Background: an optimization exercise with open tools, aiming at small area, a short achievable clock period and few clock cycles. Do not read the settings as production practice.
The RTL was checked by simulation tests, not by an equivalence proof against the original design.
Power figures rest on the tool's default switching activity, not on a simulated workload.

**flow/run.sh**
```bash
#!/bin/bash
# synth_recipe.tcl (not shown) runs the flow's synth.tcl, then flattens the netlist and writes it again
# the make line also repeats each setting of config.mk as NAME=value (left out here)
make -C /OpenROAD-flow-scripts/flow DESIGN_CONFIG=/design/flow/config.mk WORK_HOME=/design/flow/orfs CLKGATE_MAP_FILE= SYNTH_SCRIPT=/design/flow/synth_recipe.tcl finish
```
**flow/config.mk**
```make
export PLATFORM = sky130hd
export DESIGN_NAME = alu_muldiv
export DESIGN_NICKNAME = alu_muldiv
export VERILOG_FILES = /design/flow/design.v
export SDC_FILE = /design/flow/constraint.sdc
export NUM_CORES = 4
export LEC_CHECK = 0
export CAP_MARGIN = 20
export CORE_MARGIN = 2
export CORE_UTILIZATION = 40
export SLEW_MARGIN = 20
```
**flow/constraint.sdc**
```tcl
create_clock -name core_clock -period 12.0 [get_ports {clk}]
set_input_delay 2.4000 -clock core_clock [delete_from_list [all_inputs] [get_ports {clk}]]
set_output_delay 2.4000 -clock core_clock [all_outputs]
set_load 0.01 [all_outputs]
```
**flow/design.v**
```verilog
package alu_pkg;
  localparam int unsigned OP_W = 5;
  typedef enum logic [OP_W-1:0] {
    ALU_ADD    = 5'b00000,
    ALU_SUB    = 5'b00001,
    ALU_AND    = 5'b00010,
    ALU_OR     = 5'b00011,
    ALU_XOR    = 5'b00100,
    ALU_SLT    = 5'b00101,
    ALU_SLTU   = 5'b00110,
    ALU_SLL    = 5'b00111,
    ALU_SRL    = 5'b01000,
    ALU_SRA    = 5'b01011,
    ALU_LUI    = 5'b01111,
    ALU_MUL    = 5'b10000,
    ALU_MULH   = 5'b10001,
    ALU_MULHSU = 5'b10010,
    ALU_MULHU  = 5'b10011,
    ALU_DIV    = 5'b10100,
    ALU_DIVU   = 5'b10101,
    ALU_REM    = 5'b10110,
    ALU_REMU   = 5'b10111
  } alu_op_e;
  typedef enum logic [1:0] {
    IDLE = 2'd0,
    MUL  = 2'd1,
    DIV  = 2'd2
  } alu_state_e;
  function automatic logic is_mext(input logic [OP_W-1:0] op);
    is_mext = op[4:3] == 2'b10;
  endfunction
  function automatic logic is_div(input logic [OP_W-1:0] op);
    is_div = op[4:2] == 3'b101;
  endfunction
endpackage
module div_unit #(
  parameter int unsigned LEN = 32
) (
  input  logic [LEN-1:0]         x,
  output logic [$clog2(LEN):0]   lz
);
  always_comb begin
    lz = ($clog2(LEN)+1)'(LEN);
    for (int i = 0; i < LEN; i++)
      if (x[i]) lz = ($clog2(LEN)+1)'(LEN - 1 - i);
  end
endmodule
module alu_muldiv #(
  parameter int unsigned LEN = 32
) (
  input  logic            clk,
  input  logic            rst_n,
  input  logic            flush,
  input  logic            req_valid,
  output logic            req_ready,
  input  logic [alu_pkg::OP_W-1:0] alu_ctrl,
  input  logic [LEN-1:0]  aluop1,
  input  logic [LEN-1:0]  aluop2,
  output logic            resp_valid,
  output logic [LEN-1:0]  aluout,
  output logic            zero
);
  localparam int unsigned SHAMT_W = $clog2(LEN);
  localparam int unsigned K       = 8;             
  localparam int unsigned NSTEP   = LEN / K;       
  localparam int unsigned AW      = LEN + K + 2;   
  typedef enum logic [2:0] {
    S_IDLE = 3'd0,
    S_MUL  = 3'd1,
    S_DALN = 3'd2,
    S_DIT  = 3'd3,
    S_POST = 3'd4
  } state_e;
  logic                    v_q;
  logic [alu_pkg::OP_W-1:0] op_q;
  logic [LEN-1:0]          a_q, b_q;
  state_e                  state;
  logic [SHAMT_W-1:0]      cnt;
  logic signed [AW-1:0]    acc;
  logic                    bsg;
  logic [LEN-1:0]          rr, dd, qq;
  logic                    q_neg, r_neg;
  logic accept_c;
  assign accept_c = req_valid & req_ready & ~flush;
  logic mext_q, div_q;
  assign mext_q = op_q[4:3] == 2'b10;
  assign div_q  = mext_q & op_q[2];
  logic            sub_c;
  logic [LEN:0]    sum_c;
  logic            lt_c, ltu_c;
  logic [LEN-1:0]  sh_in_c, sh_out_c, sll_c;
  logic [LEN-1:0]  base_c;
  logic            sh_left_c;
  always_comb begin
    sub_c = |op_q[2:0];
    sum_c = {1'b0, a_q} + {1'b0, b_q ^ {LEN{sub_c}}} + (LEN+1)'(sub_c);
    ltu_c = ~sum_c[LEN];
    lt_c  = (a_q[LEN-1] ^ b_q[LEN-1]) ? a_q[LEN-1] : sum_c[LEN-1];
    sh_left_c = ~op_q[3];
    for (int i = 0; i < LEN; i++) sh_in_c[i] = sh_left_c ? a_q[LEN-1-i] : a_q[i];
    sh_out_c = LEN'($signed({op_q[3] & op_q[0] & a_q[LEN-1], sh_in_c}) >>> b_q[SHAMT_W-1:0]);
    for (int i = 0; i < LEN; i++) sll_c[i] = sh_out_c[LEN-1-i];
    case (op_q)
      5'b00000, 5'b00001: base_c = sum_c[LEN-1:0];
      5'b00010: base_c = a_q & b_q;
      5'b00011: base_c = a_q | b_q;
      5'b00100: base_c = a_q ^ b_q;
      5'b00101: base_c = LEN'(lt_c);
      5'b00110: base_c = LEN'(ltu_c);
      5'b00111: base_c = sll_c;
      5'b01000, 5'b01011: base_c = sh_out_c;
      5'b01111: base_c = b_q;
      default:  base_c = '0;
    endcase
  end
  logic               mul_first_c;
  logic signed [K:0]  dig_c;
  logic signed [LEN:0] a33_c;
  logic signed [AW-1:0] pp_c, acc_nx_c;
  always_comb begin
    mul_first_c = state == S_IDLE;
    a33_c  = {(op_q[1:0] != 2'b11) & a_q[LEN-1], a_q};
    dig_c  = {(state == S_MUL) && (cnt == SHAMT_W'(NSTEP-1)) && bsg, b_q[K-1:0]};
    pp_c   = AW'(a33_c * dig_c);
    acc_nx_c = (mul_first_c ? AW'(0) : AW'(acc >>> K));
    acc_nx_c = acc_nx_c + pp_c;
  end
  logic               sgn_c;
  logic [LEN-1:0]     amag_c, bmag_c;
  logic [SHAMT_W:0]   lzr_c, lzd_c;
  logic [SHAMT_W:0]   dsh_c;
  logic [LEN:0]       diff_c;
  always_comb begin
    sgn_c  = ~op_q[0];
    amag_c = (sgn_c & a_q[LEN-1]) ? -a_q : a_q;
    bmag_c = (sgn_c & b_q[LEN-1]) ? -b_q : b_q;
    dsh_c  = lzd_c - lzr_c;
    diff_c = {1'b0, rr} - {1'b0, dd};
  end
  div_unit #(.LEN(LEN)) u_lzr (.x(rr), .lz(lzr_c));
  div_unit #(.LEN(LEN)) u_lzd (.x(dd), .lz(lzd_c));
  logic [LEN-1:0] dx_c, post_c;
  always_comb begin
    dx_c = op_q[1] ? rr : qq;
    if (div_q) post_c = (op_q[1] ? r_neg : q_neg) ? -dx_c : dx_c;
    else if (op_q[1:0] != 2'b00) post_c = acc[LEN+K-1:K];
    else post_c = {acc[K-1:0], b_q[LEN-1:K]};
  end
  logic           wr_c;
  logic [LEN-1:0] out_c;
  always_comb begin
    wr_c  = (state == S_IDLE && v_q && !mext_q) || state == S_POST;
    out_c = (state == S_POST) ? post_c : base_c;
  end
  always_ff @(posedge clk or negedge rst_n) begin
    if (!rst_n) begin
      state      <= S_IDLE;
      req_ready  <= 1'b1;
      resp_valid <= 1'b0;
      v_q        <= 1'b0;
      cnt        <= '0;
    end else begin
      resp_valid <= wr_c & ~flush;
      v_q        <= accept_c;
      if (flush) begin
        state     <= S_IDLE;
        req_ready <= 1'b1;
      end else begin
        if (accept_c) req_ready <= alu_ctrl[4:3] != 2'b10;
        case (state)
          S_IDLE: begin
            if (v_q && mext_q) begin
              state <= div_q ? S_DALN : S_MUL;
              cnt   <= SHAMT_W'(1);
            end
          end
          S_MUL: begin
            cnt <= cnt + SHAMT_W'(1);
            if (cnt == SHAMT_W'(NSTEP-1)) begin
              state     <= S_POST;
              req_ready <= 1'b1;
            end
          end
          S_DALN: begin
            cnt <= dsh_c[SHAMT_W-1:0];
            if (lzd_c[SHAMT_W] || lzd_c < lzr_c) begin
              state     <= S_POST;
              req_ready <= 1'b1;
            end else begin
              state <= S_DIT;
            end
          end
          S_DIT: begin
            cnt <= cnt - SHAMT_W'(1);
            if (cnt == '0) begin
              state     <= S_POST;
              req_ready <= 1'b1;
            end
          end
          default: state <= S_IDLE;
        endcase
      end
    end
  end
  always_ff @(posedge clk) begin
    if (req_ready) begin
      op_q <= alu_ctrl;
      a_q  <= aluop1;
      b_q  <= aluop2;
    end else if (state == S_MUL || (state == S_IDLE && v_q && mext_q && !div_q)) begin
      b_q  <= {acc[K-1:0], b_q[LEN-1:K]};
    end
    if (wr_c) begin
      aluout <= out_c;
      zero   <= out_c == '0;
    end
    if (state == S_IDLE && v_q) bsg <= (op_q[1:0] == 2'b01) & b_q[LEN-1];
    if (state == S_MUL || state == S_IDLE) acc <= acc_nx_c;
    if (state == S_IDLE) begin
      rr    <= amag_c;
      dd    <= bmag_c;
      q_neg <= sgn_c & (a_q[LEN-1] ^ b_q[LEN-1]);
      r_neg <= sgn_c & a_q[LEN-1];
    end else if (state == S_DALN) begin
      if (lzd_c[SHAMT_W]) begin
        qq    <= '1;
        q_neg <= 1'b0;
      end else begin
        qq    <= '0;
        dd    <= dd << dsh_c[SHAMT_W-1:0];
      end
    end else if (state == S_DIT) begin
      if (!diff_c[LEN]) rr <= diff_c[LEN-1:0];
      qq <= {qq[LEN-2:0], ~diff_c[LEN]};
      dd <= dd >> 1;
    end
  end
endmodule
```
==> flow_summary.json <==
{
  "run_status": "timing/DRC/antenna clean",
  "synthCells": 3953,
  "synth_fa_ha_area_frac": 0.245,
  "synthFlopType": "edfxtp_1",
  "ys_ff_latch": 254,
  "layoutNonFillerInstCount": 5136,
  "grt_pass1_vias": 31767,
  "nets": 4537,
  "clk_latency_ns": 0.60,
  "critPathTopFamily": "compound AO/OA/AOI/OAI gates",
  "dr.pass1.iters": 7,
  "ys_async_sr_fraction": 0.0433,
  "syn-cell-area_um2": 34800,
  "io_pins": 108,
  "numPortBuffers": 107,
  "initial_core_util": 0.402,
  "fin_crit_ns": 8.80,
  "end_kind": "flip-flop",
  "worst_hold_path_type": "reg2reg",
  "rows": 108,
  "grt_remaining_overflow": 0,
  "arrival_ns": 9.12,
  "die_height_um": 299,
  "place_area_um2": 37100,
  "drv_cap": 0,
  "critical_path_class": "reg2reg",
  "synthDistinctLibCells": 91,
  "setup_viol": 0,
  "synthToLayoutAreaGrowth_pct": 10.2,
  "vias": 32656,
  "core_region_area_um2": 86500,
  "wl_per_cell_um": 29.7,
  "ant_nets": 0,
  "cp-start-kind": "flip-flop",
  "grt_start_max_net_pins": 88,
  "finClkSkew_ns": 0.0359,
  "synth_warnings": 2,
  "grt_pass1_wl_mm": 222,
  "multi_input_area_um2": 25000,
  "fillers": 8615,
  "cts_buffers": 35,
  "ir_drop_uv": 498,
  "relSlewSlack": 0.190,
  "path_common_cell": "fa_1",
  "die-area_um2": 89300,
  "htree_levels": 2,
  "grtUsageTotal": 0.338,
  "worst_pin_slew_ns": 1.22,
  "fin_area_um2": 38300,
  "cts_setup_buffers": 0,
  "routed_wl_mm": 152,
  "rsz0062_at_grt": "no",
  "leakage_nw": 15.7,
  "max_freq_ghz": 0.114,
  "crit_slowest_cell": "o41ai_1",
  "die_w_um": 299,
  "drt_iter0_drc": 4101,
  "syn_avg_cell_area_um2": 8.80,
  "power_density_nw_per_um2": 331,
  "synth_top_family_by_area": "adder cells",
  "drive_gt1_frac": 0.0734,
  "crit_fanout": 44,
  "dpl.cell_count": 5067,
  "slew_viol_final": 0,
  "holdWs_ns": 0.528,
  "seqCellArea_um2": 7580,
  "ctsHoldBuffers": 0,
  "cts_sinks": 254,
  "synth_compound_area_frac": 0.184,
  "synth_edf_count": 243,
  "setup_tns_ns": 0,
  "crit_required_ns": 12.32,
  "critical-path-max-stage-delay_ns": 0.66,
  "antenna_found_initial": 11,
  "routabilityCongestion": 1.09,
  "yosysSeqAreaShare": 0.218,
  "clk_path_buf_depth": 3,
  "cts_tree": "yes",
  "drc": 0,
  "dp_hpwl_mm": 119,
  "cts_resized": 0,
  "synthSimpleGateAreaFrac": 0.159,
  "fin_crit_sh": 0.733,
  "path_buf_inv": 5,
  "clkSlewWorstSetupHoldPaths_ns": 0.06,
  "vias_per_cell": 6.36,
  "synthXorXnorAreaFrac": 0.0524,
  "fin_util": 0.443,
  "root_buffer": "clkbuf_16",
  "hold_violations": 0,
  "synth.area.mux_share": 0.0742,
  "syn_nets": 4539
}
[power breakdown]
group	internal (mW)	switching (mW)
logic	3.76	5.78
registers	1.57	0.497
clock network	0.608	0.463
total	5.94	6.74
[synthesized netlist by cell type (all sizes together) (29+ instances only)]
cell type	n	area share
a211oi	44	0.0096
a21o	79	0.017
a21oi	230	0.033
a221oi	31	0.0085
a22oi	29	0.0063
a31oi	39	0.0070
and2	56	0.010
buf	64	0.0083
clkbuf	175	0.019
edfxtp	243	0.21
fa	279	0.16
ha	234	0.084
inv	347	0.037
mux2	42	0.014
mux2i	92	0.026
mux4	52	0.034
nand2	481	0.052
nand2b	31	0.0056
nand3	68	0.0098
nor2	328	0.035
nor2b	30	0.0054
nor3	81	0.012
o211ai	65	0.014
o21ai	192	0.028
o31ai	29	0.0063
xnor2	161	0.041
xor2	47	0.012
[cell usage in the layout (no fill, tap or decap), types with 30 or more instances in the layout]
| master | Yosys | final |
|---|---|---|
| nand2_1 | 481 | 481 |
| inv_1 | 344 | 342 |
| nor2_1 | 328 | 323 |
| fa_1 | 279 | 279 |
| edfxtp_1 | 243 | 243 |
| ha_1 | 234 | 233 |
| a21oi_1 | 230 | 230 |
| o21ai_0 | 190 | 188 |
| xnor2_1 | 161 | 159 |
| clkdlybuf4s50_1 | 0 | 107 |
| mux2i_1 | 92 | 92 |
| buf_4 | 5 | 91 |
| a21o_1 | 79 | 79 |
| nor3_1 | 80 | 77 |
| nand3_1 | 68 | 68 |
| o211ai_1 | 65 | 65 |
| and2_1 | 56 | 56 |
| mux4_2 | 51 | 51 |
| xor2_1 | 47 | 45 |
| a211oi_1 | 43 | 42 |
| a31oi_1 | 39 | 39 |
| mux2_2 | 37 | 37 |
| clkbuf_16 | 0 | 35 |
| clkinv_1 | 24 | 30 |
| nor2b_1 | 30 | 30 |
| nand2b_1 | 31 | 30 |
[area by class of cell]
class	count	share of cell area
flip-flops and latches	254	0.198
clock buffers	42	0.0235
multi-input cells	3089	0.652
repair buffers	200	0.0468
diodes	4	0.000261
clock inverters	21	0.00594
well taps	1155	0.0377
inverters	371	0.0363
[worst reg2reg max path: cells and delay by family (launching register included)]
kind / cells / cell delay [ns]
xor+xnor: 1 / 0.08
fa+ha+maj: 6 / 2.65
simple gates: 4 / 0.80
flops: 1 / 0.56
buf+inv: 5 / 1.03
compound gates: 10 / 3.44
[kinds of logic after synthesis]
kind of cell	count (synthesis)
XOR/XNOR	208
flip-flops	254
AO/OA/AOI/OAI	956
multiplexers	186
buffers and inverters	610
adder cells (fa/ha/maj)	513
AND/OR/NAND/NOR	1226
[metrics by stage]
stage | total power [mW] | setup slack [ns]
after floorplan | 8.72 | 2.90
after global placement | 11.4 | 3.25
after detailed placement | 11.4 | 3.24
after CTS | 12.6 | 3.19
after global routing | 13.8 | 2.70
final | 12.7 | 3.20
[registers in the layout (all words and copies together) (netlist names), 3 cells and up]
signal,count
acc,42
a_q,32
aluout,32
b_q,32
dd,32
qq,32
rr,32
cnt,5
op_q,5
state,3
[routing by layer]
metal  up-vias  GRT usage  share of wire
met2      2067      0.517           0.44
li1      14029          -              -
met1     16092      0.448           0.39
met5         -          0        0.00039
met4         8      0.189          0.067
met3       460     0.0682           0.10
[final timing paths]
| check | from | endpoint | slack (ns) | depth (start not counted) |
|---|---|---|---|---|
| max in group asynchronous | rst_n | cnt[0] | 9.44 | 1 |
| worst max-delay path | state[2] | acc[41] | 3.20 | 26 |
| worst min-delay path | cnt[3] | cnt[3] | 0.53 | 2 |
| min in group asynchronous | rst_n | cnt[3] | 2.18 | 1 |
| worst max register to register | state[2] | acc[41] | 3.20 | 26 |
| worst min register to register | cnt[3] | cnt[3] | 0.53 | 2 |
Testbench counts, summed over its fixed seeds: cycles 50,577.

what the ideal ports hide:
In the flow no input, the clock included, has a driving cell. The finished layout below was timed again as built, in two steps.
Step 1: set_driving_cell puts a clkbuf_16 on clk and a buf_2 on each other input, an assumption about the parent block.
Step 2 moves the port delays by t, midway between the first and last clock arrival at a register: inputs arrive t later, outputs are due t later. That takes back most of the time a late clock gives input paths.
Slacks: ideal ports / drivers / drivers and shift; pairs: ideal ports / drivers.
t (ns): 0.653
setup WS [ns]: 3.202 / 3.202 / 3.202
worst setup path at the end: register to register
worst slew at a driven data input, ns: 0.06
After both steps this run still meets setup and hold. For this run, drivers alone change the setup slack by 0.000 ns; drivers and shift together by 0.000 ns.
